Context: an optimization exercise on an open-source flow, tuned for small area. The choices shown serve that exercise and are no tape-out recipe.
In this exercise RTL edits were held to simulation tests only and were not proved equivalent to the original.
Power and IR drop assume default switching activity.

run H:
Design regfile_scoreboard, start of the top module:
module regfile_scoreboard #(
  parameter int unsigned nregs = 32,
  parameter int unsigned nbits = 32
) (
  input  logic                     clk,
  input  logic                     rst,
  input  logic [$clog2(nregs)-1:0] rs1_addr,
  input  logic                     rs1_en,
  output logic [nbits-1:0]         rs1_data,
  input  logic [$clog2(nregs)-1:0] rs2_addr,
  input  logic                     rs2_en,
  output logic [nbits-1:0]         rs2_data,
  input  logic                     issue_val,
  input  logic [$clog2(nregs)-1:0] issue_waddr,
  input  logic                     wb_en,
  input  logic [$clog2(nregs)-1:0] wb_addr,
  input  logic [nbits-1:0]         wb_data,
  output logic                     stall,
  output logic [nregs-1:0]         pending
);
For scale: roughly 3700 cells after synthesis, ~1000 flip-flops, about 40000 sq um of cells after synthesis.
Settings: LEC_CHECK=0, CAP_MARGIN=15, CORE_MARGIN=2, CORE_UTILIZATION=50, SETUP_SLACK_MARGIN=0.15, SLEW_MARGIN=15, SYNTH_HIERARCHICAL=1, SYNTH_MINIMUM_KEEP_SIZE=0; clock period 6.0 ns.
standard.sh (not shown) runs the stock make flow with config.mk's settings and CLKGATE_MAP_FILE= SYNTH_SCRIPT=/design/flow/synth_recipe.tcl, a recipe that flattens the netlist after the stock synthesis.
==> flow/flow/run.sh <==
#!/bin/bash
# Own layout flow: the standard ORFS flow (standard.sh, synthesis included),
# with two changes to how the layout is made:
#  - the input and output ports are buffered by buf_2 cells instead of the
#    resizer's default delay-buffer choice;
#  - clock tree synthesis clusters up to 28 flip-flops within 70 um per
#    clkbuf_16 leaf buffer and inserts no dummy loads.
set -euo pipefail
bash standard.sh \
  "BUFFER_PORTS_ARGS=-buffer_cell sky130_fd_sc_hd__buf_2" \
  "CTS_ARGS=-sink_clustering_enable -repair_clock_nets -dont_use_dummy_load -buf_list sky130_fd_sc_hd__clkbuf_16 -sink_clustering_size 28 -sink_clustering_max_diameter 70" \
  finish > standard_flow.log 2>&1
Run H: flow complete, layout not clean; failing: setup timing
[inputs] run R vs run H
- changing CAP_MARGIN from 15 to 0
- removing SETUP_SLACK_MARGIN (formerly 0.15)
- changing SLEW_MARGIN from 15 to 0
### Flow results
[flow] run R | stages: complete | final checks: fail | reason: capacitance limit, slew limit, setup timing. Compared run R vs run H, and shortest clock period the worst path allows after layout is up in run R. Reported for run R and run H, number of antenna repair diodes turned out identical to the last digit. The via count was comparable across run R and run H. Run R reports a lower fmax than run H does. Run R ended up with a lower clock transition at the registers of the reported paths than run H did.

Another version of the RTL of regfile_scoreboard (not shown whole).
Size in the first run: roughly 3600 cells after synthesis, about 1000 flip-flops, roughly 160 I/O pins, roughly 0.039 sq mm of cells after synthesis.
==> flow/config.mk <==
export PLATFORM = sky130hd
export DESIGN_NAME = regfile_scoreboard
export DESIGN_NICKNAME = regfile_scoreboard
export VERILOG_FILES = /design/flow/design.v
export SDC_FILE = /design/flow/constraint.sdc
export NUM_CORES = 4
export LEC_CHECK = 0
export CAP_MARGIN = 15
export CORE_MARGIN = 2
export CORE_UTILIZATION = 58
export SETUP_SLACK_MARGIN = 0.3
export SLEW_MARGIN = 15
export SYNTH_HIERARCHICAL = 1
export SYNTH_MINIMUM_KEEP_SIZE = 0
==> flow/constraint.sdc <==
create_clock -name core_clock -period 6.0 [get_ports {clk}]
set_input_delay 1.2000 -clock core_clock [delete_from_list [all_inputs] [get_ports {clk}]]
set_output_delay 1.2000 -clock core_clock [all_outputs]
set_load 0.01 [all_outputs]
==> flow/flow/run.sh <==
#!/bin/bash
# Own layout flow: the standard ORFS flow (standard.sh, synthesis included),
# with three changes to how the layout is made:
#  - after floorplanning, gates that synthesis upsized beyond what timing needs
#    are downsized (flow/post_floorplan.tcl);
#  - the input and output ports are buffered by buf_1 cells (the resizer upsizes them where timing needs it) instead of the
#    resizer's default delay-buffer choice;
#  - clock tree synthesis clusters up to 28 flip-flops within 70 um per
#    clkbuf_16 leaf buffer and inserts no dummy loads.
set -euo pipefail
bash standard.sh \
  "POST_FLOORPLAN_TCL=$PWD/flow/post_floorplan.tcl" \
  "BUFFER_PORTS_ARGS=-buffer_cell sky130_fd_sc_hd__buf_1" \
  "CTS_ARGS=-sink_clustering_enable -repair_clock_nets -dont_use_dummy_load -buf_list sky130_fd_sc_hd__clkbuf_16 -sink_clustering_size 28 -sink_clustering_max_diameter 70" \
  finish > standard_flow.log 2>&1
==> flow/flow/post_floorplan.tcl <==
# Downsize gates that have timing slack to spare (before placement; the
# placement and routing repairs that follow fix slew, capacitance and timing).
repair_timing -recover_power 100 -verbose
The first run finished clean.
Next try:
--- a/flow/flow/run.sh
+++ b/flow/flow/run.sh
@@ -6 +6 @@
-#  - the input and output ports are buffered by buf_1 cells (the resizer upsizes them where timing needs it) instead of the
+#  - the input and output ports are buffered by buf_2 cells instead of the
@@ -13 +13 @@
-  "BUFFER_PORTS_ARGS=-buffer_cell sky130_fd_sc_hd__buf_1" \
+  "BUFFER_PORTS_ARGS=-buffer_cell sky130_fd_sc_hd__buf_2" \
Result:
- The new run finished with timing, DRC and antenna clean
- maximum frequency came out lower slightly
- first-iteration DRC count decreases slightly
- routed wire length shrinks slightly
- combinational power went up by a few percent
- setup slack is worse by 39 ps
- final cell count barely changes
- critical path depth climbs by 2
Next try:
CORE_UTILIZATION = 50   (was 58)
After rerunning: Wire length goes up by 6.0%. Count of clock-buffer cells in the layout goes up by 3. Synthesized cell count stays the same. Combinational power hardly moves. Core utilization goes down by 9.6 points. Worst setup slack gets better by 59 ps. Via count goes down by 0.87%. Maximum frequency goes up by 1.0%. Hold slack barely changes. Die area goes up by 16%.

-- port drivers added, routing unchanged --
The flow's constraints put no driver on any port. The routed layouts listed below were extracted and timed again, unchanged, in two steps. Step 1, drivers: a clkbuf_16 drives clk and a buf_2 each remaining input, both assumed. Step 2 also shifts input and output timing later by t, the mid clock arrival at the registers, as if the neighbouring blocks saw the same clock. Slacks: ideal / step 1 / step 2; pairs: ideal / step 1.
| run | shift t [ns] | setup slack, ns | worst slew at a driven data input, ns |
|---|---|---|---|
| run H | 0.723 | -0.035 / -0.071 / -0.071 | 0.10 |
| run R | 0.708 | -0.060 / -0.084 / -0.084 | 0.09 |
| the first run of note 2 | 0.720 | 0.156 / 0.131 / 0.131 | 0.08 |
| the second run of note 2 | 0.707 | 0.116 / 0.089 / 0.089 | 0.07 |
| the third run of note 2 | 0.730 | 0.176 / 0.073 / 0.073 | 0.10 |
The setup slack of the third run of note 2, which loses most, moves by -0.103 ns with the drivers and by -0.103 ns with both steps.
